From an optimization exercise on the open Yosys and OpenROAD flow, aimed at small area, a short achievable clock period and few clock cycles; shortcuts taken in it are not production practice.
No run shown here included a check of the RTL's function; only the layout flow was run.

===== config.mk =====
export PLATFORM = sky130hd
export DESIGN_NAME = uint_to_decimal_ascii_core
export DESIGN_NICKNAME = uint_to_decimal_ascii_core
export VERILOG_FILES = /design/flow/design.v
export SDC_FILE = /design/flow/constraint.sdc
export NUM_CORES = 4
export LEC_CHECK = 0
export CAP_MARGIN = 20
export CORE_MARGIN = 2
export CORE_UTILIZATION = 40
export PLACE_DENSITY = 0.6
export SETUP_SLACK_MARGIN = 5
export SLEW_MARGIN = 20

===== constraint.sdc =====
create_clock -name core_clock -period 11.0 [get_ports {i_clk}]
set_input_delay 2.2000 -clock core_clock [delete_from_list [all_inputs] [get_ports {i_clk}]]
set_output_delay 2.2000 -clock core_clock [all_outputs]
set_load 0.01 [all_outputs]

===== design.v =====
module uint_to_decimal_ascii_core #(
    parameter bit USE_MB = 1'b0
) (
    input  logic         i_clk,
    input  logic         i_rst_n,
    input  logic         in_valid,
    output logic         in_ready,
    input  logic [31:0]  in_value,
    output logic         out_valid,
    input  logic         out_ready,
    output logic [5:0]   out_char,
    output logic         out_last
);
    localparam logic [1:0] P_IDLE  = 2'd0;
    localparam logic [1:0] P_FETCH = 2'd1;
    localparam logic [1:0] P_WAITX = 2'd2;
    function automatic logic [39:0] dd4(input logic [39:0] bcd, input logic [3:0] nib);
        logic [39:0] b;
        b = bcd;
        for (int s = 3; s >= 0; s--) begin
            for (int j = 0; j < 10; j++) begin
                if (b[4*j +: 4] >= 4'd5) b[4*j +: 4] = b[4*j +: 4] + 4'd3;
            end
            b = {b[38:0], nib[s]};
        end
        dd4 = b;
    endfunction
    function automatic logic [3:0] lead_digit(input logic [39:0] bcd);
        logic [3:0] k;
        k = '0;
        for (int j = 1; j < 10; j++) begin
            if (bcd[4*j +: 4] != 4'd0) k = 4'(j);
        end
        lead_digit = k;
    endfunction
    logic [1:0]  r_pst;
    logic [2:0]  r_fidx;
    logic        r_in_ready;
    logic [3:0]  r_nib, r_nhi;
    logic        r_nv, r_nfirst, r_nlast;
    logic [2:0]  top;
    always_comb begin
        top = '0;
        for (int k = 2; k < 8; k++) begin
            if (in_value[4*k +: 4] != 4'd0) top = 3'(k - 1);
        end
    end
    logic [39:0] r_cb;
    logic        r_cb_done;
    logic [39:0] r_mb;
    logic [3:0]  r_mb_n;
    logic        r_mb_full;
    logic [39:0] r_ob;
    logic [3:0]  r_ob_ptr;
    logic        r_ob_full;
    logic [3:0]  r_odig;
    logic        r_olast, r_ovalid;
    logic ob_pop, ob_free, ob_load, mb_free, cb_move, dst_full_reg, stall, step, fetch;
    assign ob_pop  = r_ob_full && (!r_ovalid || out_ready);
    assign ob_free = !r_ob_full || (ob_pop && r_ob_ptr == 4'd0);
    generate
        if (USE_MB) begin : g_mb
            assign ob_load      = r_mb_full && ob_free;
            assign mb_free      = !r_mb_full || ob_load;
            assign cb_move      = r_cb_done && mb_free;
            assign dst_full_reg = r_mb_full;
        end else begin : g_nomb
            assign ob_load      = r_cb_done && ob_free;
            assign mb_free      = 1'b0;
            assign cb_move      = ob_load;
            assign dst_full_reg = r_ob_full;
        end
    endgenerate
    assign stall = r_nv && r_nfirst && r_cb_done && !cb_move;
    assign step  = r_nv && !stall;
    assign fetch = (r_pst == P_FETCH || (r_pst == P_IDLE && in_valid)) && !(r_nv && stall);
    logic [1:0] n_pst;
    logic [2:0] n_fidx;
    logic       n_nv, n_nfirst, n_cb_done, n_mb_full, n_ob_full;
    always_comb begin
        n_pst    = r_pst;
        n_fidx   = r_fidx;
        n_nv     = r_nv && stall;
        n_nfirst = r_nfirst;
        if (fetch) begin
            n_nv = 1'b1;
            if (r_pst == P_IDLE) begin
                n_nfirst = 1'b1;
                n_fidx   = top - 3'd1;
                n_pst    = (top == 3'd0) ? P_WAITX : P_FETCH;
            end else begin
                n_nfirst = 1'b0;
                n_fidx   = r_fidx - 3'd1;
                if (r_fidx == 3'd0) n_pst = r_in_ready ? P_IDLE : P_WAITX;
            end
        end else if (r_pst == P_WAITX) begin
            n_pst = P_IDLE;
        end
        n_cb_done = (r_cb_done && !cb_move) || (step && r_nlast);
        n_mb_full = USE_MB && ((r_mb_full && !ob_load) || cb_move);
        n_ob_full = (r_ob_full && !(ob_pop && r_ob_ptr == 4'd0)) || ob_load;
    end
    logic n_in_ready;
    assign n_in_ready = (n_pst == P_WAITX) ||
                        (n_pst == P_FETCH && n_fidx == 3'd0 &&
                         !(n_nv && n_nfirst && n_cb_done && (USE_MB ? n_mb_full : n_ob_full)));
    always_ff @(posedge i_clk) begin
        if (!i_rst_n) begin
            r_pst      <= P_IDLE;
            r_in_ready <= 1'b0;
            r_nv       <= 1'b0;
            r_cb_done  <= 1'b0;
            r_mb_full  <= 1'b0;
            r_ob_full  <= 1'b0;
            r_ovalid   <= 1'b0;
        end else begin
            r_pst      <= n_pst;
            r_in_ready <= n_in_ready;
            r_nv       <= n_nv;
            r_cb_done  <= n_cb_done;
            r_mb_full  <= n_mb_full;
            r_ob_full  <= n_ob_full;
            r_ovalid   <= ob_pop || (r_ovalid && !out_ready);
        end
    end
    always_ff @(posedge i_clk) begin
        r_fidx   <= n_fidx;
        r_nfirst <= n_nfirst;
        if (fetch) begin
            r_nib   <= in_value[4*(r_pst == P_IDLE ? top : r_fidx) +: 4];
            r_nhi   <= in_value[4*top + 4 +: 4];
            r_nlast <= (r_pst == P_IDLE) ? (top == 3'd0) : (r_fidx == 3'd0);
        end
        if (step) begin
            r_cb <= dd4(r_nfirst ? {35'd0, (r_nhi >= 4'd10), r_nhi - ((r_nhi >= 4'd10) ? 4'd10 : 4'd0)} : r_cb, r_nib);
        end
        if (USE_MB && cb_move) begin
            r_mb   <= r_cb;
            r_mb_n <= lead_digit(r_cb);
        end
        if (ob_load) begin
            r_ob     <= USE_MB ? r_mb : r_cb;
            r_ob_ptr <= USE_MB ? r_mb_n : lead_digit(r_cb);
        end else if (ob_pop) begin
            r_ob_ptr <= r_ob_ptr - 4'd1;
        end
        if (ob_pop) begin
            r_odig  <= r_ob[4*r_ob_ptr +: 4];
            r_olast <= (r_ob_ptr == 4'd0);
        end
    end
    assign in_ready  = r_in_ready;
    assign out_valid = r_ovalid;
    assign out_char  = {2'b11, r_odig};
    assign out_last  = r_olast;
endmodule

===== run.sh =====
#!/bin/bash
# synth_recipe.tcl (not shown) runs the flow's synth.tcl, then flattens the netlist and writes it again
# the make line also repeats each setting of config.mk as NAME=value (left out here)
make -C /OpenROAD-flow-scripts/flow DESIGN_CONFIG=/design/flow/config.mk WORK_HOME=/design/flow/orfs CLKGATE_MAP_FILE= SYNTH_SCRIPT=/design/flow/synth_recipe.tcl finish

==> results of run 1 <==
-- state kept, by name (all words and copies together) (netlist names) --
register	count
r_ob_ptr	4
r_ovalid	1
r_nlast	1
r_odig	4
r_nfirst	1
r_ob_full	1
r_fidx	3
r_cb_done	1
r_nv	1
r_in_ready	1
r_cb	40
r_olast	1
r_ob	40
r_pst	2
r_nib	4
r_nhi	4
-- worst max path at each step --
| stage | from | slack [ns] | cells after the start | to |
|---|---|---|---|---|
| 2_1_floorplan | r_nfirst | 5.46 | 26 | r_cb[36] |
| 3_3_place_gp | in_value[20] | 5.32 | 13 | r_in_ready |
| 3_5_place_dp | in_value[20] | 5.22 | 13 | r_in_ready |
| 4_1_cts | r_nfirst | 5.44 | 23 | r_cb[36] |
| 5_1_grt | r_nfirst | 5.02 | 23 | r_cb[36] |
| 6_report | in_value[20] | 5.51 | 13 | r_in_ready |
-- per-layer routing --
metal  share of wire [%]  vias up  track usage [%]
met2                  47      116             27.2
met3                 3.4       14             2.48
met1                  49     3391             22.6
met4                 1.0        0             4.16
li1                    -     3645                -
met5                   0        -                0
-- kinds of logic after synthesis --
family                     Yosys count  share of synthesized area (%)
and+or+nand+nor                    302                           16.7
xor gates and xnor gates            42                           4.20
buffers and inverters              101                           4.43
adders and majority gates           70                           9.34
AOI/OAI and AO/OA                  221                           16.3
DFF                                109                           33.7
other                                1                         0.0400
muxes                              126                           15.3
-- layout make-up --
type / count / area, sq um
fill: 2220 / 12900
timing repair buffer: 47 / 458
clock buffer: 10 / 229
inverter: 75 / 282
sequential: 109 / 3160
clock inverter: 6 / 52.6
tap: 319 / 399
multi-input combinational: 763 / 5810
-- per-stage QoR --
step	utilization [%]	hold slack, ns	area (sq um)	cells
6_report	44.7	0.447	10400	1329
5_1_grt	44.7	0.466	10400	1329
4_1_cts	44.6	0.452	10400	1328
3_5_place_dp	43.4	0.433	10100	1312
3_3_place_gp	43.4	0.437	10100	1312
2_1_floorplan	-	0.400	9390	973
-- cell usage in the layout (no fill, tap or decap), types with 5 or more instances in the layout --
master                            synthesis  layout
sky130_fd_sc_hd__edfxtp_1                98      98
sky130_fd_sc_hd__nand2_1                 90      90
sky130_fd_sc_hd__mux2i_1                 78      78
sky130_fd_sc_hd__inv_1                   74      74
sky130_fd_sc_hd__ha_1                    70      70
sky130_fd_sc_hd__nor2_1                  61      61
sky130_fd_sc_hd__a21oi_1                 60      60
sky130_fd_sc_hd__clkdlybuf4s50_1          0      42
sky130_fd_sc_hd__o21ai_0                 40      40
sky130_fd_sc_hd__mux2_2                  36      36
sky130_fd_sc_hd__nor2b_1                 33      33
sky130_fd_sc_hd__xnor2_1                 30      30
sky130_fd_sc_hd__nand2b_1                25      25
sky130_fd_sc_hd__nor3_1                  17      17
sky130_fd_sc_hd__nor4_1                  11      11
sky130_fd_sc_hd__xor2_1                  10      10
sky130_fd_sc_hd__o21a_1                  10      10
sky130_fd_sc_hd__dfxtp_1                 11      10
sky130_fd_sc_hd__o221ai_1                 9       9
sky130_fd_sc_hd__clkbuf_16                0       9
sky130_fd_sc_hd__o22ai_1                  8       8
sky130_fd_sc_hd__a21boi_0                 8       8
sky130_fd_sc_hd__nand3_1                  8       8
sky130_fd_sc_hd__a21o_1                   8       8
sky130_fd_sc_hd__mux4_2                   8       8
sky130_fd_sc_hd__o31ai_1                  7       7
sky130_fd_sc_hd__or3_1                    7       7
sky130_fd_sc_hd__and2_1                   7       6
sky130_fd_sc_hd__nor3b_1                  6       6
sky130_fd_sc_hd__a31oi_1                  5       5
sky130_fd_sc_hd__a22oi_1                  5       5
sky130_fd_sc_hd__a211oi_1                 5       5
sky130_fd_sc_hd__o211ai_1                 5       5
sky130_fd_sc_hd__or2_2                    5       5
sky130_fd_sc_hd__buf_4                    4       5
-- what timing repair did --
item | CTS | global route
hold endpoints to repair | 0 | 0
gates resized for setup | 0 | 1
setup endpoints to repair | 0 | 3
setup buffers | 0 | 1
==> notes.md, run 1 <==
Run status:
- The flow ran to the end and the layout has no timing, DRC or antenna violations.

Place:
- The global placer's final weighted congestion is 0.810.
- The placement-stage worst setup slack is 5.22 ns.
- The HPWL after detailed placement is around 15000 um.
- The number of input and output port buffers inserted is 42.

Cells and area:
- In the final layout, the share of cells above drive strength 1 is 9.80%.
- The final-stage net count is approximately 1100.
- The repair_antennas step left the layout with diodes totalling 0.
- The area growth from synthesis to layout is 10.8%.

Critical path:
- The worst setup slack for register-to-register paths is 5.60 ns.
- The type of destination of the critical path is a flop.
- The largest single stage delay on the critical path is 0.64 ns.
- Data on the critical path is required at its endpoint by ~11 ns.
- The signal on the critical path passes through clkdlybuf4s50_1 -> nor4_1 -> a21boi_1 -> nor2_1 -> mux2_2 -> inv_1 -> ha_1 -> xnor2_1 -> nand2_1 -> nand2_1 -> nand4bb_1 -> nor3_1 -> o21a_1.
- The highest-delay cell along the critical path is sky130_fd_sc_hd__mux2_2.
- The critical setup path kind is in2reg.
- The highest net fanout along the worst path is 18.
- The buffer and inverter count on the worst path is 2.
- The worst setup path is launched from an input port.
- The worst register-to-register path ends at r_cb[36].
- STA puts the critical path data arrival time at 5.80 ns.
- The beginning of the worst register-to-register path is r_nfirst.
- The depth of the most critical reg-to-reg path is 23.
- The cell family contributing the most delay on the critical path is simple AND/OR/NAND/NOR gates.
- The cell repeated most along the worst path is sky130_fd_sc_hd__nand2_1.

Synth:
- The post-synthesis sequential area ratio is 33.7%.
- Counting flops with an async set or reset pin after synthesis yields a share of 0%.
- Synthesis inferred 109 register bits.
- The synthesized design devotes to its leading area cell type 31.4% of total area.
- The cell with the most instances after synthesis is sky130_fd_sc_hd__edfxtp_1.
- The commonest cells after synthesis are sky130_fd_sc_hd__edfxtp_1, sky130_fd_sc_hd__nand2_1, sky130_fd_sc_hd__mux2i_1.
- The number of unique standard cell types used by synthesis is 90.
- The synthesized netlist occupies a cell area of about 9400 sq um.
- The mean area per synthesized cell is between 9 and 10 sq um.
- The number of synthesis warnings is 1.
- The largest total area in the synthesized netlist belongs to sky130_fd_sc_hd__edfxtp_1.
- The number of synthesized flops with an enable pin is 98.
- After synthesis, the cell types taking the most area are sky130_fd_sc_hd__edfxtp_1, sky130_fd_sc_hd__ha_1, sky130_fd_sc_hd__mux2i_1.
- Among all flip-flop cells after synthesis, the most frequent one is sky130_fd_sc_hd__edfxtp_1.
- Counting every instance in the synthesized netlist gives 972.

GRT:
- The number of global-route vias before repair is 6607.
- In the global route stage, overall resource usage came out at between 15 and 20%.
- The initial antenna violation count is 0.
- The largest net degree at the start of global routing is 52.
- For this run the aggregate overflow at the end of global routing stands at 0.
- The first global-routing pass estimated 32900 um of wire.

Drt:
- The average routed wire per standard cell is 14.7 um.
- The DRC violation count after routing is 0.
- In this run the remaining antenna-violating nets after routing total 0.
- For this block, the routed nets add up to 19500 um of wire.
- The starting DRC count in detailed routing is 460.
- In the routed layout, each cell is associated on average with a via count of 5.39.
- The pre-antenna-repair detailed-routing pass consisted of 5 iterations.
- The number of vias in the routed layout is 7166.

Die:
- The die is 157 um tall.
- The core box area is about 23000 sq um.
- The width of the chip is around 160 um.
- 45 I/O pins were placed.
- The floorplan step defined a die boundary enclosing 24700 sq um.
- The number of placement rows is 56.
- For this configuration, the core starts out at a cell density of just over 40%.

Timing:
- The smallest setup slack after layout is 5.51 ns.
- For the final routed database, the setup TNS stands at 0 ns.
- Setup violations remaining at the end of the flow were counted as 0.
- After layout, the worst path uses 49.9% of the clock period.
- For the final database, setup skew stands at 0.00909 ns.
- The final hold violation count is 0.
- For the pin with the worst max-slew slack, the measured transition is just over 1 ns.
- The final critical delay including setup and external delays is 5.49 ns.
- Setup repair after global routing left no endpoint under its margin.
- Headroom to the max-slew limit came out at 31.3%.
- The number of slew-limit violations in the final report came to 0.
- Based on the critical path, the design can be clocked at up to roughly 0.18 GHz.

Clock network:
- The number of H-tree levels is 3.
- The worst-case clock buffer depth is 2.
- The number of hold buffers added after CTS was 0.
- The TritonCTS clock tree is done.
- The total clock buffers created by CTS is 9.
- CTS placed an instance of sky130_fd_sc_hd__clkbuf_16 at the clock tree root.
- The register clock-pin slew on the reported worst setup and hold paths is ~0.08 ns.
- The insertion delay to the later sink of the worst-skew pair is roughly 0.35 ns.
- CTS saw 109 sinks.

Min path:
- The startpoint of the most critical hold path is r_nib[0].
- The min-delay analysis places its worst path in the category reg2reg.
- The worst hold path was traced through 0 stages.
- The hold-critical path endpoint is r_cb[0].

Flow run:
- The number of max-cap violations is 0.
==> run 2: changes to the inputs <==
==> design.v (replaced) <==
module uint_to_decimal_ascii_core (
    input  logic         i_clk,
    input  logic         i_rst_n,
    input  logic         in_valid,
    output logic         in_ready,
    input  logic [31:0]  in_value,
    output logic         out_valid,
    input  logic         out_ready,
    output logic [5:0]   out_char,
    output logic         out_last
);
    function automatic logic [39:0] dd4(input logic [39:0] bcd, input logic [3:0] nib);
        logic [39:0] b;
        b = bcd;
        for (int s = 3; s >= 0; s--) begin
            for (int j = 0; j < 9; j++) begin
                if (b[4*j +: 4] >= 4'd5) b[4*j +: 4] = b[4*j +: 4] + 4'd3;
            end
            b = {1'b0, b[37:0], nib[s]};
        end
        dd4 = b;
    endfunction
    function automatic logic [3:0] lead_digit(input logic [39:0] bcd);
        logic [3:0] k;
        k = '0;
        for (int j = 1; j < 10; j++) begin
            if (bcd[4*j +: 4] != 4'd0) k = 4'(j);
        end
        lead_digit = k;
    endfunction
    logic [31:0] r_b;         
    logic [2:0]  r_fidx;      
    logic        r_bvalid;    
    logic        r_bfirst;    
    logic        r_in_ready;
    logic [2:0] top;
    always_comb begin
        top = '0;
        for (int k = 2; k < 8; k++) begin
            if (in_value[4*k +: 4] != 4'd0) top = 3'(k - 1);
        end
    end
    logic [39:0] r_cb;
    logic        r_cb_done;
    logic [39:0] r_ob;
    logic [3:0]  r_ob_ptr;
    logic        r_ob_full;
    logic        r_ovalid, r_olast, r_svalid, r_slast;
    logic [3:0]  r_odig, r_sdig;
    logic push, ob_free, cb_move, stall, step, take, o_free;
    logic [3:0] nib, nhi;
    logic [39:0] cb_in;
    assign push    = r_ob_full && !r_svalid;
    assign ob_free = !r_ob_full || (push && r_ob_ptr == 4'd0);
    assign cb_move = r_cb_done && ob_free;
    assign stall   = r_bfirst && r_cb_done && !cb_move;
    assign step    = r_bvalid && !stall;
    assign take    = in_valid && r_in_ready;
    assign nib   = r_b[4*r_fidx +: 4];
    assign nhi   = r_fidx[2:0] == 3'd7 ? 4'd0 : r_b[4*r_fidx + 4 +: 4];
    assign cb_in = r_bfirst ? {35'd0, (nhi >= 4'd10), nhi - ((nhi >= 4'd10) ? 4'd10 : 4'd0)} : r_cb;
    logic n_bvalid, n_bfirst, n_cb_done, n_ob_full, n_stall;
    logic [2:0] n_fidx;
    always_comb begin
        n_bvalid = r_bvalid;
        n_bfirst = r_bfirst;
        n_fidx   = r_fidx;
        if (step) begin
            n_bfirst = 1'b0;
            n_fidx   = r_fidx - 3'd1;
            if (r_fidx == 3'd0) n_bvalid = 1'b0;
        end
        if (take) begin
            n_bvalid = 1'b1;
            n_bfirst = 1'b1;
            n_fidx   = top;
        end
        n_cb_done = (r_cb_done && !cb_move) || (step && r_fidx == 3'd0);
        n_ob_full = (r_ob_full && !(push && r_ob_ptr == 4'd0)) || cb_move;
        n_stall   = n_bfirst && n_cb_done && n_ob_full;
    end
    assign o_free = !r_ovalid || out_ready;
    always_ff @(posedge i_clk) begin
        if (!i_rst_n) begin
            r_bvalid   <= 1'b0;
            r_in_ready <= 1'b0;
            r_cb_done  <= 1'b0;
            r_ob_full  <= 1'b0;
            r_ovalid   <= 1'b0;
            r_svalid   <= 1'b0;
        end else begin
            r_bvalid   <= n_bvalid;
            r_in_ready <= !n_bvalid || (n_fidx == 3'd0 && !n_stall);
            r_cb_done  <= n_cb_done;
            r_ob_full  <= n_ob_full;
            if (o_free) begin
                r_ovalid <= r_svalid || push;
                r_svalid <= 1'b0;
            end else if (push) begin
                r_svalid <= 1'b1;
            end
        end
    end
    always_ff @(posedge i_clk) begin
        if (take) begin
            r_b <= in_value;
        end
        r_fidx   <= n_fidx;
        r_bfirst <= n_bfirst;
        if (step) begin
            r_cb <= dd4(cb_in, nib);
        end
        if (cb_move) begin
            r_ob     <= r_cb;
            r_ob_ptr <= lead_digit(r_cb);
        end else if (push) begin
            r_ob_ptr <= r_ob_ptr - 4'd1;
        end
        if (o_free) begin
            r_odig  <= r_svalid ? r_sdig : r_ob[4*r_ob_ptr +: 4];
            r_olast <= r_svalid ? r_slast : (r_ob_ptr == 4'd0);
        end else if (push) begin
            r_sdig  <= r_ob[4*r_ob_ptr +: 4];
            r_slast <= (r_ob_ptr == 4'd0);
        end
    end
    assign in_ready  = r_in_ready;
    assign out_valid = r_ovalid;
    assign out_char  = {2'b11, r_odig};
    assign out_last  = r_olast;
endmodule
--- a/config.mk
+++ b/config.mk
@@ -9,5 +9,4 @@
 export CORE_MARGIN = 2
 export CORE_UTILIZATION = 40
 export PLACE_DENSITY = 0.6
-export SETUP_SLACK_MARGIN = 5
 export SLEW_MARGIN = 20
==> run 2 against run 1 <==
  * Final cell count down 2.9%
  * Clock skew up 0.0012 ns
  * Register-to-register slack worse by 1.0 ns
  * Synthesized cell count down 5.6%
  * Critical path depth up 14
  * Via count down 4.5%
  * Fmax down 15%
==> notes.md, run 2 <==
Synth:
- The count of state elements after synthesis is about 130.
- The number of synthesized flops with an enable pin is 124.
- The portion of synthesized cell area occupied by the leading cell type is 39.0%.
- The post-synthesis sequential area ratio is 41.1%.
- By instance count, the leading cell after synthesis is sky130_fd_sc_hd__edfxtp_1.
- In the synthesized netlist the async set-or-reset flop fraction comes to 0%.
- Each instance of the synthesized netlist takes up on average 10.4 sq um.
- For this run, the number of Yosys warnings is 1.
- Counting distinct cell types in the post-synthesis netlist gives 83.
- In the post-synthesis netlist, the biggest area contributors are sky130_fd_sc_hd__edfxtp_1, sky130_fd_sc_hd__ha_1, sky130_fd_sc_hd__mux2i_1.
- The synthesized area is 9540 sq um.
- The leading area contributor after synthesis is sky130_fd_sc_hd__edfxtp_1.
- The number of instances in the synthesized netlist is 918.
- The most frequently used flop master after synthesis is sky130_fd_sc_hd__edfxtp_1.
- The commonest cells after synthesis are sky130_fd_sc_hd__edfxtp_1, sky130_fd_sc_hd__a21oi_1, sky130_fd_sc_hd__inv_1.

Drt:
- For this run, design rule violations remaining after detail routing come to 0.
- The average routed wire per standard cell is 15.2 um.
- Dividing the detail-routed via count by the number of cells gives 5.30.
- The starting DRC count in detailed routing is 456.
- The count of nets left with antenna violations once routing finished came out at 0.
- The number of vias in the routed layout is 6840.
- The number of iterations in the first detailed-routing pass is 5.
- The post-detailed-routing wire length is 19600 um.

Clock network:
- The total clock buffers created by CTS is 17.
- CTS saw about 130 sinks.
- Clock latency on the worst-skew pair, taken at its later pin, is 0.42 ns.
- The register clock-pin slew on the reported worst setup and hold paths is approximately 0.06 ns.
- TritonCTS built the clock tree.
- The number of setup buffers added after CTS is 0.
- Gates resized during post-CTS repair numbered 0.
- The clock passes through at most 2 buffers.
- In this run the clock root is driven by a sky130_fd_sc_hd__clkbuf_16.
- The number of H-tree levels is 4.
- The number of hold buffers added after CTS was 0.

Cells and area:
- The most common cell after layout, fill and taps aside is sky130_fd_sc_hd__edfxtp_1.
- The post-route netlist has 10.4% of its cells at a drive strength greater than 1.
- The count of non-filler cells in the finished layout is 1291.
- The number of filler instances in the final layout is roughly 2100.
- The final-stage net count is 1060.
- In the final layout, the registers with the most flip-flops are r_cb x39, r_ob x39, r_b x32.
- The number of antenna diodes in the final layout is 0.
- The area growth from synthesis to layout is 14.6%.
- The area occupied by multi-input gates is 5240 sq um.
- Summing all flip-flop and latch instances after layout gives 3930 sq um.
- The top cell types in the final layout, fill and taps aside, are sky130_fd_sc_hd__edfxtp_1, sky130_fd_sc_hd__a21oi_1, sky130_fd_sc_hd__inv_1.

Min path:
- The path class of the lowest-slack min-delay path is reg2reg.

Timing:
- The number of slew-limit violations in the final report was 0.
- The final setup violation count is 0.
- Setup repair after global routing left no endpoint under its margin.
- The final critical delay including setup and external delays is 6.43 ns.
- At the pin with the least slew margin, the transition time is 0.871 ns.
- Static timing analysis puts the maximum clock frequency at between 0.15 and 0.2 GHz.
- The relative slew slack is a little over 40%.
- The final hold violation count is 0.
- Across the routed clock network, the largest skew measured is 0.0103 ns.
- The final clock period utilization by the worst path is 58.4%.
- Adding up every negative setup slack in the final design gives 0 ns.

Place:
- The number of input and output port buffers inserted is 42.
- The HPWL after detailed placement is 14100 um.
- The global placer's final weighted congestion is 0.784.
- The number of placed instances with taps included is 1259.

Die:
- The width of the chip is 158 um.
- The die covers 25100 sq um.
- In this run the vertical extent of the chip is 158 um.
- Row generation in the floorplan step produced between 50 and 60 rows.
- The initial core utilization is 40.6%.
- Pin placement for this block handled 45 I/O pins.
- In this run the standard cell core region covers 23500 sq um.

GRT:
- The number of global-route vias before repair is 6493.
- The global router's overall resource usage is 16.4%.
- The aggregate global routing overflow is 0.
- The initial antenna violation count is 0.
- Entering global routing, the biggest net connects 51 pins.
- The first global-routing pass estimated between 30000 and 40000 um of wire.

Critical path:
- Data on the critical path is required at its endpoint by between 10 and 15 ns.
- STA puts the critical path data arrival time at 6.59 ns.
- STA classifies the critical path startpoint as a flop.
- The critical setup path kind is reg2reg.
- STA classifies the critical path endpoint as a flop.
- Along the worst path, the maximum fanout reaches 18.

Flow run:
- The tool flagged a number of max-cap violations equal to 0.

Run status:
- The flow ran to the end and the layout has no timing, DRC or antenna violations.
[run 2: cells by family (layout without fill, tap and decap cells)]
group	count (synthesis)	in the layout	share of synthesized area, %
AOI/OAI and AO/OA	224	224	15.6
xor gates and xnor gates	41	41	3.96
adders and majority gates	66	66	8.63
buffers and inverters	96	149	4.07
DFF	134	134	41.1
muxes	88	88	11.9
other	1	2	0.0393
and+or+nand+nor	268	268	14.7
[run 2: through the flow]
step	utilization (%)	hold WS [ns]	instance area [sq um]	worst slack, ns
CTS	46.6	0.447	10900	4.62
finish	46.6	0.446	10900	4.57
floorplan	-	0.417	9540	5.62
global route	46.6	0.466	10900	3.96
detailed placement	43.8	0.442	10300	4.62
global placement	43.8	0.426	10300	4.81
[run 2: area by class of cell]
type / count / area share (%)
repair buffers: 48 / 4.26
clock buffers: 18 / 3.92
clock inverters: 14 / 2.04
inverters: 69 / 2.37
flip-flops and latches: 134 / 35.9
multi-input cells: 689 / 47.9
well taps: 319 / 3.65
[run 2: final timing paths]
kind / cells after the start / end / slack (ns) / start
max: 27 / r_cb[9] / 4.57 / r_fidx[1]
min: 0 / r_ob[38] / 0.45 / r_cb[38]
max reg2reg: 27 / r_cb[9] / 4.57 / r_fidx[1]
min reg2reg: 0 / r_ob[38] / 0.45 / r_cb[38]
[run 2: metal layers]
metal	part of all wire (%)	global-route usage, %	routed length (um)	vias up
li1	-	-	-	3503
met1	51	23.1	10000	3234
met2	45	26.0	8900	95
met3	2.8	2.69	556	8
met4	0.89	4.63	174	0
met5	0	0	0	-
[run 2: worst max-delay path, stage by stage (launching register included)]
cell	delay, ns
sky130_fd_sc_hd__dfxtp_1	0.80
sky130_fd_sc_hd__ha_1	0.32
sky130_fd_sc_hd__and4bb_1	0.27
sky130_fd_sc_hd__a22o_1	0.28
sky130_fd_sc_hd__nor2_1	0.35
sky130_fd_sc_hd__a22oi_1	0.19
sky130_fd_sc_hd__mux2_2	0.33
sky130_fd_sc_hd__ha_1	0.18
sky130_fd_sc_hd__nand2b_1	0.15
sky130_fd_sc_hd__a21oi_1	0.31
sky130_fd_sc_hd__xor2_1	0.21
sky130_fd_sc_hd__nor2_1	0.06
sky130_fd_sc_hd__a21o_1	0.20
sky130_fd_sc_hd__inv_1	0.08
sky130_fd_sc_hd__ha_1	0.21
sky130_fd_sc_hd__nor2b_1	0.20
sky130_fd_sc_hd__nor2_1	0.07
sky130_fd_sc_hd__nand3_1	0.10
sky130_fd_sc_hd__mux2i_1	0.13
sky130_fd_sc_hd__a221oi_1	0.39
sky130_fd_sc_hd__nand3_1	0.22
sky130_fd_sc_hd__ha_1	0.32
sky130_fd_sc_hd__a21oi_1	0.11
sky130_fd_sc_hd__a31oi_1	0.06
sky130_fd_sc_hd__o31a_1	0.17
sky130_fd_sc_hd__inv_1	0.10
sky130_fd_sc_hd__o21ai_0	0.08
sky130_fd_sc_hd__mux2_1	0.29
==> run 3: changes to the inputs <==
--- a/config.mk
+++ b/config.mk
@@ -9,4 +9,5 @@
 export CORE_MARGIN = 2
 export CORE_UTILIZATION = 40
 export PLACE_DENSITY = 0.6
+export SETUP_SLACK_MARGIN = 3
 export SLEW_MARGIN = 20
==> run 3 against run 2 <==
  * Register-to-register slack hardly changed
  * Synthesized cell count did not move
  * Sequential share of layout area stayed put
  * Critical path depth is the same
  * Area after synthesis is the same
  * Clock skew stayed put
  * Count of clock-buffer cells in the layout unchanged
  * Flip-flop and latch count is the same
==> notes.md, run 3 <==
Place:
- The placed standard-cell area is approximately 10000 sq um.
- The wire-length estimate of the detail-placed layout is 14100 um.
- In this run the tool buffered the top-level ports with 42 buffer cells.
- The global placer's final weighted congestion is between 0.7 and 0.8.

Die:
- From bottom edge to top edge, the die measures between 150 and 200 um.
- In this run the horizontal extent of the chip is 158 um.
- The initial core utilization is between 40% and 50%.
- The floorplan die area is 25100 sq um.
- The core box area is about 23000 sq um.
- Row generation in the floorplan step produced between 50 and 60 rows.
- 45 I/O pins were placed.

Drt:
- The detailed router finished its first iteration with 456 violations.
- The number of iterations in the first detailed-routing pass is 5.
- The number of vias in the routed layout is around 6800.
- The via density per instance is around 5.3.
- The detail route stage leaves a number of antenna-violating nets equal to 0.
- The average routed wire per standard cell is 15.2 um.
- Wires add up to 19600 um.
- The DRC violation count after routing is 0.

GRT:
- In the global route stage, overall resource usage came out at 16.4%.
- For met1 alone, demand over resource in global routing was 23.1%.
- Global routing used 26.0% of the available met2 tracks.
- The number of global-route vias before repair is 6493.
- Entering global routing, the biggest net connects 51 pins.
- The initial antenna violation count is 0.
- In the global route stage, met3 resource usage came out at 2.69%.
- The first global-routing pass estimated 32500 um of wire.
- The aggregate global routing overflow is 0.
- The layer flagged by global routing as most heavily used is met2.

Flow run:
- Max-cap violations in this run came to 0.

Synth:
- The post-synthesis sequential area ratio is 41.1%.
- The post-synthesis adder-cell area fraction is under 10%.
- The synthesized area is 9540 sq um.
- Counting every instance in the synthesized netlist gives 918.
- The mean area per synthesized cell is 10.4 sq um.
- The biggest area contributor in the post-synthesis netlist is sky130_fd_sc_hd__edfxtp_1.
- The commonest cells after synthesis are sky130_fd_sc_hd__edfxtp_1, sky130_fd_sc_hd__a21oi_1, sky130_fd_sc_hd__inv_1.
- In this run the biggest area consumer among cell types represents 39.0% of the synthesized area.
- Counting flops with an async set or reset pin after synthesis yields a share of 0%.
- After Yosys synthesis, and, or, nand and nor cells account for between 10% and 20% of the synthesized area.
- The share of cell area taken by muxes after synthesis is 11.9%.
- The number of synthesis warnings is 1.
- The number of unique standard cell types used by synthesis is 83.
- Ranked by total cell area, the synthesized netlist is headed by sky130_fd_sc_hd__edfxtp_1, sky130_fd_sc_hd__ha_1, sky130_fd_sc_hd__mux2i_1.
- Counting flops with a built-in enable in the synthesized netlist gives 124.
- The dominant combinational cell family by area after synthesis is compound AO/OA/AOI/OAI gates.
- The xor/xnor cell area share of the yosys netlist is 3.96%.
- The compound-gate portion of the synthesized area is 15.6%.
- The most frequently used flop master after synthesis is sky130_fd_sc_hd__edfxtp_1.
- The cell with the most instances after synthesis is sky130_fd_sc_hd__edfxtp_1.
- Synthesis inferred ~130 register bits.

Cells and area:
- The ratio of cells with drive above 1 in the final layout is 10.4%.
- The most common cell after layout, fill and taps aside is sky130_fd_sc_hd__edfxtp_1.
- The repair_antennas step left the layout with diodes totalling 0.
- Summing all non-filler instances in the final layout gives an area of 10900 sq um.
- For this run, the post-layout net count is 1060.
- In the final layout, the registers with the most flip-flops are r_cb x39, r_ob x39, r_b x32.
- Relative to the synthesized area, the layout overhead comes to 14.6%.
- In the layout the commonest cells are sky130_fd_sc_hd__edfxtp_1, sky130_fd_sc_hd__a21oi_1, sky130_fd_sc_hd__inv_1.

Critical path:
- For the worst setup path, the data required time is 11.17 ns.
- The critical setup path kind is reg2reg.
- STA classifies the critical path endpoint as a flop.
- The kind of launch point of the worst setup path is a flop.
- The cell repeated most along the worst path is sky130_fd_sc_hd__ha_1.
- The highest-delay cell along the critical path is sky130_fd_sc_hd__dfxtp_1.
- The kind of cell adding the most delay to the critical path is compound AO/OA/AOI/OAI gates.
- The highest net fanout along the worst path is 18.
- STA puts the critical path data arrival time at between 6 and 7 ns.
- The critical path contains buffers and inverters numbering 2 combined.
- The maximum single-stage delay on the critical path is 0.80 ns.

Timing:
- The final hold violation count came to 0.
- The final setup violation count is 0.
- At the pin with the least slew margin, the transition time is slightly below 0.9 ns.
- Setup repair after global routing left no endpoint under its margin.
- The number of slew-limit violations in the final report was 0.
- Between clock sinks in the finished design, the worst skew comes to 0.0103 ns.
- Timing would allow up to 0.156 GHz.
- For the finished layout, the period the worst path requires is 6.43 ns.
- The final clock period utilization by the worst path is 58.4%.
- The final total negative setup slack is 0 ns.
- Measured against its own limit, the worst slew margin works out to 40.5%.

Clock network:
- In this run, post-CTS hold repair placed 0 buffers.
- Gates resized during post-CTS repair numbered 0.
- Counting the buffers created by CTS gives 17.
- The number of setup buffers added after CTS is 0.
- The tree is rooted in a sky130_fd_sc_hd__clkbuf_16.
- The number of H-tree levels is 4.
- The register clock-pin slew on the reported worst setup and hold paths is 0.06 ns.
- Counting along the longest clock path gives a buffer depth of 2.
- The clock reaches the later pin of the worst-skew pair after 0.42 ns.
- TritonCTS built the clock tree.
- The count of clock tree sinks is 134.

Run status:
- The run finished with no timing, DRC or antenna violations.

Min path:
- The path class of the lowest-slack min-delay path is reg2reg.
## run 3: cell counts after synthesis
No cell type changed its count.
## run 3: worst reg2reg max path, delay by kind of cell (launching register included)
family | cells | cell delay (ns)
muxes | 3 | 0.75
adders and majority gates | 4 | 1.04
and+or+nand+nor | 8 | 1.42
DFF | 1 | 0.80
xor gates and xnor gates | 1 | 0.21
AOI/OAI and AO/OA | 9 | 1.79
buffers and inverters | 2 | 0.18
## run 3: path summary, 6_finish.rpt
kind / cells after the start / slack (ns) / startpoint / end
max: 27 / 4.57 / r_fidx[1] / r_cb[9]
min: 0 / 0.45 / r_cb[38] / r_ob[38]
max reg2reg: 27 / 4.57 / r_fidx[1] / r_cb[9]
min reg2reg: 0 / 0.45 / r_cb[38] / r_ob[38]
## run 3: through the flow
stage | setup WS [ns] | util, % | std cells | hold slack (ns)
global route | 3.96 | 46.6 | 1291 | 0.466
finish | 4.57 | 46.6 | 1291 | 0.446
global placement | 4.81 | 43.8 | 1259 | 0.426
floorplan | 5.62 | - | 919 | 0.417
detailed placement | 4.62 | 43.8 | 1259 | 0.442
CTS | 4.62 | 46.6 | 1291 | 0.447
## run 3: per-layer routing
layer  wire length [um]  up-vias
li1                   -     3503
met1              10000     3234
met2               8900       95
met3                556        8
met4                174        0
met5                  0        -
## run 3: cell type report
type / count / area, sq um
fillers: 2147 / 12500
multi-input cells: 689 / 5240
flip-flops and latches: 134 / 3930
repair buffers: 48 / 465
clock buffers: 18 / 429
well taps: 319 / 399
inverters: 69 / 259
clock inverters: 14 / 223
## run 3: kinds of logic (layout without fill, tap and decap cells)
| group | count (synthesis) | in the layout |
|---|---|---|
| compound gates | 224 | 224 |
| xor+xnor | 41 | 41 |
| fa+ha+maj | 66 | 66 |
| buf+inv | 96 | 149 |
| flops | 134 | 134 |
| mux | 88 | 88 |
| other cells | 1 | 2 |
| simple gates | 268 | 268 |
==> run 4: changes to the inputs <==
--- a/design.v
+++ b/design.v
@@ -40,6 +40,9 @@
             if (in_value[4*k +: 4] != 4'd0) top = 3'(k - 1);
         end
     end
+    logic [3:0]  r_nib;       
+    logic [4:0]  r_nhb;       
+    logic        r_nv, r_nfirst, r_nlast;
     logic [39:0] r_cb;
     logic        r_cb_done;
     logic [39:0] r_ob;
@@ -47,25 +50,28 @@
     logic        r_ob_full;
     logic        r_ovalid, r_olast, r_svalid, r_slast;
     logic [3:0]  r_odig, r_sdig;
-    logic push, ob_free, cb_move, stall, step, take, o_free;
-    logic [3:0] nib, nhi;
-    logic [39:0] cb_in;
+    logic push, ob_free, cb_move, stall, step, fetch, take, o_free;
+    logic [3:0]  f_nib, f_nhi;
+    logic [35:0] b_up;    
     assign push    = r_ob_full && !r_svalid;
     assign ob_free = !r_ob_full || (push && r_ob_ptr == 4'd0);
     assign cb_move = r_cb_done && ob_free;
-    assign stall   = r_bfirst && r_cb_done && !cb_move;
-    assign step    = r_bvalid && !stall;
+    assign stall   = r_nv && r_nfirst && r_cb_done && !cb_move;
+    assign step    = r_nv && !stall;
+    assign fetch   = r_bvalid && !stall;
     assign take    = in_valid && r_in_ready;
-    assign nib   = r_b[4*r_fidx +: 4];
-    assign nhi   = r_fidx[2:0] == 3'd7 ? 4'd0 : r_b[4*r_fidx + 4 +: 4];
-    assign cb_in = r_bfirst ? {35'd0, (nhi >= 4'd10), nhi - ((nhi >= 4'd10) ? 4'd10 : 4'd0)} : r_cb;
-    logic n_bvalid, n_bfirst, n_cb_done, n_ob_full, n_stall;
+    assign b_up  = {8'd0, r_b[31:4]};
+    assign f_nib = r_b[4*r_fidx +: 4];
+    assign f_nhi = b_up[4*r_fidx +: 4];
+    logic n_bvalid, n_bfirst, n_nv, n_nfirst, n_cb_done, n_ob_full, n_stall;
     logic [2:0] n_fidx;
     always_comb begin
         n_bvalid = r_bvalid;
         n_bfirst = r_bfirst;
         n_fidx   = r_fidx;
-        if (step) begin
+        n_nv     = fetch || (r_nv && stall);
+        n_nfirst = fetch ? r_bfirst : r_nfirst;
+        if (fetch) begin
             n_bfirst = 1'b0;
             n_fidx   = r_fidx - 3'd1;
             if (r_fidx == 3'd0) n_bvalid = 1'b0;
@@ -75,14 +81,15 @@
             n_bfirst = 1'b1;
             n_fidx   = top;
         end
-        n_cb_done = (r_cb_done && !cb_move) || (step && r_fidx == 3'd0);
+        n_cb_done = (r_cb_done && !cb_move) || (step && r_nlast);
         n_ob_full = (r_ob_full && !(push && r_ob_ptr == 4'd0)) || cb_move;
-        n_stall   = n_bfirst && n_cb_done && n_ob_full;
+        n_stall   = n_nv && n_nfirst && n_cb_done && n_ob_full;
     end
     assign o_free = !r_ovalid || out_ready;
     always_ff @(posedge i_clk) begin
         if (!i_rst_n) begin
             r_bvalid   <= 1'b0;
+            r_nv       <= 1'b0;
             r_in_ready <= 1'b0;
             r_cb_done  <= 1'b0;
             r_ob_full  <= 1'b0;
@@ -90,6 +97,7 @@
             r_svalid   <= 1'b0;
         end else begin
             r_bvalid   <= n_bvalid;
+            r_nv       <= n_nv;
             r_in_ready <= !n_bvalid || (n_fidx == 3'd0 && !n_stall);
             r_cb_done  <= n_cb_done;
             r_ob_full  <= n_ob_full;
@@ -107,8 +115,14 @@
         end
         r_fidx   <= n_fidx;
         r_bfirst <= n_bfirst;
+        r_nfirst <= n_nfirst;
+        if (fetch) begin
+            r_nib   <= f_nib;
+            r_nhb   <= {(f_nhi >= 4'd10), f_nhi - ((f_nhi >= 4'd10) ? 4'd10 : 4'd0)};
+            r_nlast <= (r_fidx == 3'd0);
+        end
         if (step) begin
-            r_cb <= dd4(cb_in, nib);
+            r_cb <= dd4(r_nfirst ? {35'd0, r_nhb} : r_cb, r_nib);
         end
         if (cb_move) begin
             r_ob     <= r_cb;
--- a/config.mk
+++ b/config.mk
@@ -9,5 +9,5 @@
 export CORE_MARGIN = 2
 export CORE_UTILIZATION = 40
 export PLACE_DENSITY = 0.6
-export SETUP_SLACK_MARGIN = 3
+export SETUP_SLACK_MARGIN = 5
 export SLEW_MARGIN = 20
==> run 4 against run 3 <==
  * Fmax is 20% higher
  * Critical path type unchanged
  * Synthesized cell count is 10% higher
  * Global-route usage increased by 1.2 points
  * Area after synthesis rose by 4.5%
  * Wire length is 14% higher
  * Still clean
  * Critical path depth decreased by 11
  * Utilization shrank 0.66 points
  * First-iteration DRC count grew 23%
==> notes.md, run 4 <==
Drt:
- The via density per instance is 5.66.
- The detailed router placed 7725 vias in this run.
- The first detailed-routing pass ran for 5 iterations.
- The average routed wire per standard cell is 16.5 um.
- The starting DRC count in detailed routing is 563.
- The post-detailed-routing wire length is around 22000 um.
- The DRC violation count after routing is 0.
- The post-route antenna net violation count is 0.

Cells and area:
- Once layout is done, the placed cells without fillers occupy 11200 sq um.
- The library cell used most frequently in the layout, excluding fill and tap cells, is sky130_fd_sc_hd__edfxtp_1.
- In the layout the commonest cells are sky130_fd_sc_hd__edfxtp_1, sky130_fd_sc_hd__nor2_1, sky130_fd_sc_hd__nand2_1.
- The filler cells instantiated in the layout total 2314.
- From synthesis to final layout, the design area changed by 12.4%.
- In the final layout, the share of cells above drive strength 1 is 11.3%.
- The share of the core filled with cells in the final layout is a little under half.
- The net count of the finished layout is approximately 1100.
- The total inserted antenna cells is 0.
- In the final layout, the registers with the most flip-flops are r_cb x39, r_ob x39, r_b x32.

Critical path:
- Of all nets on the critical path, the largest fanout is 40.
- The kind of launch point of the worst setup path is a flop.
- The critical path in this run is classified as reg2reg.
- Data arrives at the worst endpoint at roughly 5.5 ns.
- Data on the critical path is required at its endpoint by 11.15 ns.
- The maximum single-stage delay on the critical path is approximately 0.76 ns.
- The type of destination of the critical path is a flop.
- The critical path goes through buf_4 -> mux2i_1 -> ha_1 -> nor2b_1 -> o21ai_4 -> mux2i_4 -> o21ai_2 -> xor2_2 -> inv_2 -> ha_1 -> a31oi_1 -> maj3_2 -> o21ai_4 -> mux2_1 -> a21boi_2 -> xor2_1.
- The highest-delay cell along the critical path is sky130_fd_sc_hd__dfxtp_2.

Synth:
- Summing every instance area after synthesis gives between 9000 and 10000 sq um.
- The cell with the most instances after synthesis is sky130_fd_sc_hd__edfxtp_1.
- The number of synthesis warnings is 1.
- The number of instances in the synthesized netlist is 1014.
- The share of async-settable or async-resettable flops after synthesis is 0%.
- The commonest cells after synthesis are sky130_fd_sc_hd__edfxtp_1, sky130_fd_sc_hd__nor2_1, sky130_fd_sc_hd__nand2_1.
- The count of state elements after synthesis is approximately 150.
- Yosys attributes the largest share of cell area to sky130_fd_sc_hd__edfxtp_1, sky130_fd_sc_hd__mux4_2, sky130_fd_sc_hd__nor2_1.
- The synthesized design spends more area on one cell type than any other, namely sky130_fd_sc_hd__edfxtp_1.
- The mean area per synthesized cell is ~9.8 sq um.
- The most used flip-flop cell after synthesis is sky130_fd_sc_hd__edfxtp_1.
- The number of different library cells used by synthesis comes to 86.
- The number of synthesized flops with an enable pin is 134.
- The synthesized design devotes to its leading area cell type around two fifths of total area.
- Of the synthesized area, sequential elements account for 42.8%.

Clock network:
- The clock drives 146 sinks.
- Counting along the longest clock path gives a buffer depth of 2.
- Clock latency on the worst-skew pair, taken at its later pin, is 0.43 ns.
- The number of H-tree levels is 4.
- Post-CTS repair changed the size of 0 cells.
- After clock tree synthesis, the setup repair step added 0 buffers.
- TritonCTS built the clock tree.
- The buffer type at the clock tree root is sky130_fd_sc_hd__clkbuf_16.
- Clock-pin slew was measured on the worst setup and hold paths at 0.06 ns.
- Hold repair after CTS inserted 0 buffers.
- The total clock buffers created by CTS is 17.

Place:
- Buffers placed on the I/O ports in this run total 42.
- The placed standard-cell area is 10600 sq um.
- The HPWL after detailed placement is 15900 um.
- The congestion estimate from routability-driven global placement came to 0.759.

Timing:
- The worst path uses 48.8% of the clock period.
- The final critical delay including setup and external delays is 5.37 ns.
- The relative slew slack is 37.6%.
- The tightest hold margin is 0.425 ns.
- The worst-case clock skew is 0.0134 ns.
- The final hold violation count came to 0.
- For the pin with the worst max-slew slack, the measured transition is about 0.9 ns.
- The achievable frequency is around 0.19 GHz.
- The final setup violation count is 0.
- The final total negative setup slack is 0 ns.
- The number of slew-limit violations in the final report is 0.
- Setup repair after global routing left no endpoint under its margin.

GRT:
- The total overflow left after global routing is 0.
- The first global-routing pass estimated roughly 37000 um of wire.
- The initial antenna violation count is 0.
- The number of global-route vias before repair is approximately 7200.
- Entering global routing, the biggest net connects 41 pins.
- The global router's overall resource usage is 17.6%.

Die:
- The width of the chip is 162 um.
- The height of the die is 162 um.
- After floorplanning, the core was divided into 57 placement rows.
- 45 I/O pins were placed.
- The core box area is between 20000 and 25000 sq um.
- The die covers 26200 sq um.
- Once the floorplan was initialized, standard cells occupied about two fifths of the core.

Min path:
- The path class of the lowest-slack min-delay path is reg2reg.

Flow run:
- The number of max-cap violations is 0.

Run status:
- The flow ran to the end and the layout has no timing, DRC or antenna violations.
-- run 4: changes by cell type in the layout (fill, tap and decap cells not counted), sizes merged, moves of 5 or more --
cell    before  now
nor2        64  115
ha          65   18
inv         72   43
o21ai       47   74
nand2       60   77
o22ai        8   22
nor3        15   26
edfxtp     124  134
mux2i       47   38
nand3        8   17
nor3b       16    7
o21a        15    8
a31oi        7   13
a21oi       74   69
-- run 4: cell type report --
type	count	area, sq um	share of cell area, %
clock buffers	18	429	3.83
multi-input cells	778	5340	47.7
clock inverters	14	168	1.50
flip-flops and latches	146	4270	38.1
well taps	324	405	3.62
inverters	37	139	1.24
repair buffers	47	458	4.09
-- run 4: final timing paths --
check             startpoint      end  slack [ns]  depth (start not counted)
hold reg to reg     r_nib[0]  r_cb[0]        0.43                          0
setup / recovery    r_nfirst  r_cb[8]        5.63                         16
setup reg to reg    r_nfirst  r_cb[8]        5.63                         16
hold / removal      r_nib[0]  r_cb[0]        0.43                          0
-- run 4: routing by layer --
layer	track usage (%)	wire length, um	vias up
met5	0	0	-
li1	-	-	3853
met4	5.47	313	0
met1	23.9	10700	3746
met2	29.3	10900	104
met3	2.40	531	22
-- run 4: logic make-up after synthesis --
kind of cell	Yosys count	share of synthesized area (%)
AOI/OAI and AO/OA	274	18.2
muxes	86	11.7
DFF	146	42.8
other	1	0.0376
adders and majority gates	21	2.57
xor gates and xnor gates	35	3.23
and+or+nand+nor	360	17.7
buffers and inverters	91	3.73
-- run 4: worst max-delay path: cells and delay by family, from the launching register on --
family	cells	cell delay, ns
AOI/OAI and AO/OA	5	0.73
xor gates and xnor gates	2	0.35
adders and majority gates	3	0.83
buffers and inverters	2	0.70
DFF	1	0.76
muxes	3	1.38
and+or+nand+nor	1	0.29
-- run 4: metrics by stage --
| stage | worst slack (ns) | std cells |
|---|---|---|
| after CTS | 5.62 | 1364 |
| after detailed placement | 5.63 | 1332 |
| after global placement | 5.79 | 1332 |
| after floorplan | 6.74 | 1015 |
| after global routing | 5.17 | 1364 |
| final | 5.63 | 1364 |
==> run 5: changes to the inputs <==
==> flow/run.sh (new file) <==
#!/bin/bash
# The standard layout (standard.sh: the standard flow's own synthesis and ORFS flow), with its timing
# repair aiming for setup slack of SETUP_SLACK_MARGIN ns beyond the clock period, so that
# the achieved period comes out well below it. The make output goes to flow_make.log.
set -euo pipefail
export SETUP_SLACK_MARGIN=${MARGIN:-7.8}
bash standard.sh > flow_make.log 2>&1
==> standard.sh (new file) <==
#!/bin/bash
# synth_recipe.tcl (not shown) runs the flow's synth.tcl, then flattens the netlist and writes it again
# the make line also repeats each setting of config.mk as NAME=value (left out here)
make -C /OpenROAD-flow-scripts/flow DESIGN_CONFIG=/design/flow/config.mk WORK_HOME=/design/flow/orfs CLKGATE_MAP_FILE= SYNTH_SCRIPT=/design/flow/synth_recipe.tcl "${@:-finish}"
--- a/config.mk
+++ b/config.mk
@@ -9,5 +9,4 @@
 export CORE_MARGIN = 2
 export CORE_UTILIZATION = 40
 export PLACE_DENSITY = 0.6
-export SETUP_SLACK_MARGIN = 5
 export SLEW_MARGIN = 20
removed: run.sh
==> run 5 against run 4 <==
  * Flip-flop and latch count unchanged
  * Die area did not move
  * Critical endpoint is now r_cb[33]
  * Synthesized cell count unchanged
  * Still clean
  * Hold slack improved by 0.019 ns
  * Via count up 9.8%
  * Count of clock-buffer cells in the layout decreased by 1
  * Design area rose by 18%
==> notes.md, run 5 <==
Run status:
- The run finished with no timing, DRC or antenna violations.

Clock network:
- The TritonCTS clock tree is done.
- For the worst-skew pair, the clock arrives at the later sink with an insertion delay of ~0.43 ns.
- The tree is rooted in a sky130_fd_sc_hd__clkbuf_16.
- The clock tree synthesis step divided the H-tree into 4 levels.
- The worst-case clock buffer depth is 2.
- TritonCTS created 17 clock buffers.
- Clock-pin slew was measured on the worst setup and hold paths at 0.07 ns.
- The count of clock tree sinks is 146.

GRT:
- The aggregate global routing overflow is 0.
- The largest net degree at the start of global routing is 42.
- The initial antenna violation count is 0.
- The first global-routing pass estimated 40300 um of wire.
- The number of global-route vias before repair is 7739.
- The global router's overall resource usage is 19.2%.

Timing:
- The final setup violation count is 0.
- The final hold violation count came to 0.
- Setup repair after global routing could not meet its margin everywhere.
- In this run the tightest slew margin relative to its limit is between 10% and 20%.
- The worst-margin pin slew is between 1 and 1.5 ns.
- The final critical delay including setup and external delays is 3.52 ns.
- For this run, the top clock speed supported by timing is ~0.28 GHz.
- The clock arrives with approximately 0.016 ns of skew.
- The number of slew-limit violations in the final report came to 0.
- The final total negative setup slack is 0 ns.
- Final hold analysis gives a worst-case slack of 0.444 ns.
- The final clock period utilization by the worst path is 32.0%.

Cells and area:
- The final instance area is 13200 sq um.
- From synthesis to final layout, the design area changed by 32.6%.
- The most common cell after layout, fill and taps aside is sky130_fd_sc_hd__edfxtp_1.
- The number of antenna diodes in the final layout is 0.
- In the layout the commonest cells are sky130_fd_sc_hd__edfxtp_1, sky130_fd_sc_hd__buf_4, sky130_fd_sc_hd__nor2_1.
- In the final layout, the registers with the most flip-flops are r_cb x39, r_ob x39, r_b x32.
- The ratio of cells with drive above 1 in the final layout is 33.2%.
- In the final design database the tool counted 1213 nets.

Die:
- The core box area is approximately 24000 sq um.
- The floorplan die area is 26200 sq um.
- The initial core utilization is between 40% and 50%.
- In this run the count of I/O pins placed on the die edge is 45.
- In this run the horizontal extent of the chip is 162 um.
- From bottom edge to top edge, the die measures around 160 um.
- After floorplanning, the core was divided into 57 placement rows.

Synth:
- Yosys attributes the largest share of cell area to sky130_fd_sc_hd__edfxtp_1, sky130_fd_sc_hd__mux4_2, sky130_fd_sc_hd__nor2_1.
- In the synthesized netlist, the cells that appear most often are sky130_fd_sc_hd__edfxtp_1, sky130_fd_sc_hd__nor2_1, sky130_fd_sc_hd__nand2_1.
- The mean area per synthesized cell is 9.83 sq um.
- After synthesis, flip-flops and latches occupy between 40% and 50% of the total area.
- After synthesis, the largest area contributor takes up 40.4% of total cell area.
- The leading area contributor after synthesis is sky130_fd_sc_hd__edfxtp_1.
- Synthesis produced 1014 cells.
- The synthesized design contains 146 register bits.
- In the synthesized netlist the async set-or-reset flop fraction comes to 0%.
- The most frequently used flop master after synthesis is sky130_fd_sc_hd__edfxtp_1.
- The cell with the most instances after synthesis is sky130_fd_sc_hd__edfxtp_1.
- The number of synthesized flops with an enable pin is 134.
- For this run, the number of Yosys warnings is 1.
- In this run the cell area of the synthesized design comes to 9970 sq um.
- The synthesized netlist contains 86 unique library cells.

Place:
- Summed over all nets, the half-perimeter wirelength after detailed placement is about 15000 um.
- Routability-driven placement finished with a final weighted congestion of 0.818.
- The number of input and output port buffers inserted is 42.
- The placed instances occupy a cell area of about 11000 sq um.

Min path:
- Counting instances, the worst hold path has a depth of 0.
- The path class of the lowest-slack min-delay path is reg2reg.

Drt:
- The post-detailed-routing wire length is 26400 um.
- In this run the remaining antenna-violating nets after routing total 0.
- In this run, the number of DRC markers left after iteration 0 of detailed routing was 763.
- The first detailed-routing pass took 5 iterations.
- The DRC violation count after routing is 0.
- Across all layers, the routed design uses 8482 vias.
- The via density per instance is 5.67.
- Dividing the detail-routed wire length by the instance count gives roughly 18 um.

Critical path:
- The critical path is of the reg2reg type.
- The highest net fanout along the worst path is 4.
- The depth of the most critical reg-to-reg path is 18.
- The cell repeated most along the worst path is sky130_fd_sc_hd__ha_4.
- The kind of launch point of the worst setup path is a flop.
- Data on the critical path arrives at its endpoint at 3.82 ns.
- The critical path data required time is around 11 ns.
- For this design, the slowest cell found on the critical path is sky130_fd_sc_hd__or4_1.
- On the worst path, the slowest cell contributes a delay of 0.42 ns.
- The type of destination of the critical path is a flop.
- The critical path goes through buf_6 -> clkinvlp_4 -> nand2_2 -> ha_4 -> o31a_1 -> nor2_2 -> nor2_4 -> xnor2_2 -> ha_2 -> o211ai_1 -> o22ai_2 -> or4_1 -> o21a_1 -> ha_4 -> a21oi_2 -> a31oi_4 -> or3b_1 -> nand3_1.

Flow run:
- The number of max-cap violations is 0.
[run 5: final timing paths]
check | startpoint | end | slack [ns]
worst max-delay path | r_nfirst | r_cb[33] | 7.48
worst min-delay path | r_nib[0] | r_cb[0] | 0.44
worst min register to register | r_nib[0] | r_cb[0] | 0.44
worst max register to register | r_nfirst | r_cb[33] | 7.48
[run 5: cell families after synthesis]
family / count (synthesis) / synth area share, %
AO/OA/AOI/OAI: 274 / 18.2
XOR/XNOR: 35 / 3.23
adder cells (fa/ha/maj): 21 / 2.57
buffers and inverters: 91 / 3.73
flip-flops: 146 / 42.8
multiplexers: 86 / 11.7
other: 1 / 0.0376
AND/OR/NAND/NOR: 360 / 17.7
[run 5: repair_timing]
action,4_1_cts,5_1_grt
resized for setup,168,94
setup endpoints to repair,85,58
gates cloned,3,0
buffers inserted,66,66
pin swaps,49,40
hold buffers,0,0
[run 5: stage by stage]
stage	util (%)	cells	setup WS, ns
finish	54.2	1496	7.48
global route	54.2	1496	7.33
CTS	50.5	1430	7.47
detailed placement	43.8	1329	5.96
global placement	43.8	1329	6.07
floorplan	-	1015	7.29
[run 5: final cells by class]
class,count,area (sq um)
Timing Repair Buffer,178,1550
Clock inverter,15,186
Fill cell,2074,11200
Clock buffer,17,425
Tap cell,324,405
Sequential cell,146,4270
Inverter,37,148
Timing Repair inverter,1,7.51
Multi-Input combinational cell,778,6230
[run 5: layer usage]
layer / vias up / share of wire (%) / track usage [%]
met4: 0 / 1.8 / 5.11
met1: 4141 / 44 / 25.4
met2: 186 / 51 / 33.0
li1: 4124 / - / -
met5: - / 0 / 0
met3: 31 / 3.0 / 2.60
[run 5: critical path: cells and delay by family (launching register included)]
| family | cells | cell delay (ns) |
|---|---|---|
| AND/OR/NAND/NOR | 6 | 1.14 |
| AO/OA/AOI/OAI | 6 | 0.92 |
| adder cells (fa/ha/maj) | 3 | 0.61 |
| flip-flops | 1 | 0.35 |
| buffers and inverters | 2 | 0.21 |
| XOR/XNOR | 1 | 0.14 |

==> what the ideal ports hide <==
Ports are ideal in the flow. The routed layouts listed here were re-timed in OpenROAD.
Step 1 assumes that a clkbuf_16 drives the clock port and a buf_2 every other input.
Step 2 adds t to the input delays and takes it off the output delays; t is the mean of the earliest and latest rising clock arrival at the registers after step 1. Input paths then give back, and output paths get back, about the clock's delay inside the block.
a / b / c = ideal ports / drivers / drivers and shift; a / b = the first two.
run	t (ns)	setup WS [ns]	clock arrival spread, ns	slew at the worst register clock pin (ns)	worst slew at a driven data input, ns
run 1	0.394	5.507 / 5.530 / 5.136	0.010 / 0.010	0.08 / 0.08	0.05
run 2	0.461	4.574 / 4.574 / 4.574	0.011 / 0.011	0.06 / 0.06	0.04
run 3	0.461	4.574 / 4.574 / 4.574	0.011 / 0.011	0.06 / 0.06	0.04
run 4	0.470	5.631 / 5.631 / 5.631	0.016 / 0.016	0.07 / 0.07	0.05
run 5	0.465	7.481 / 7.481 / 7.229	0.017 / 0.017	0.07 / 0.07	0.05
After both steps every run listed still meets setup and hold. The setup slack of run 1, which loses most, moves by +0.023 ns with the drivers and by -0.371 ns with both steps.
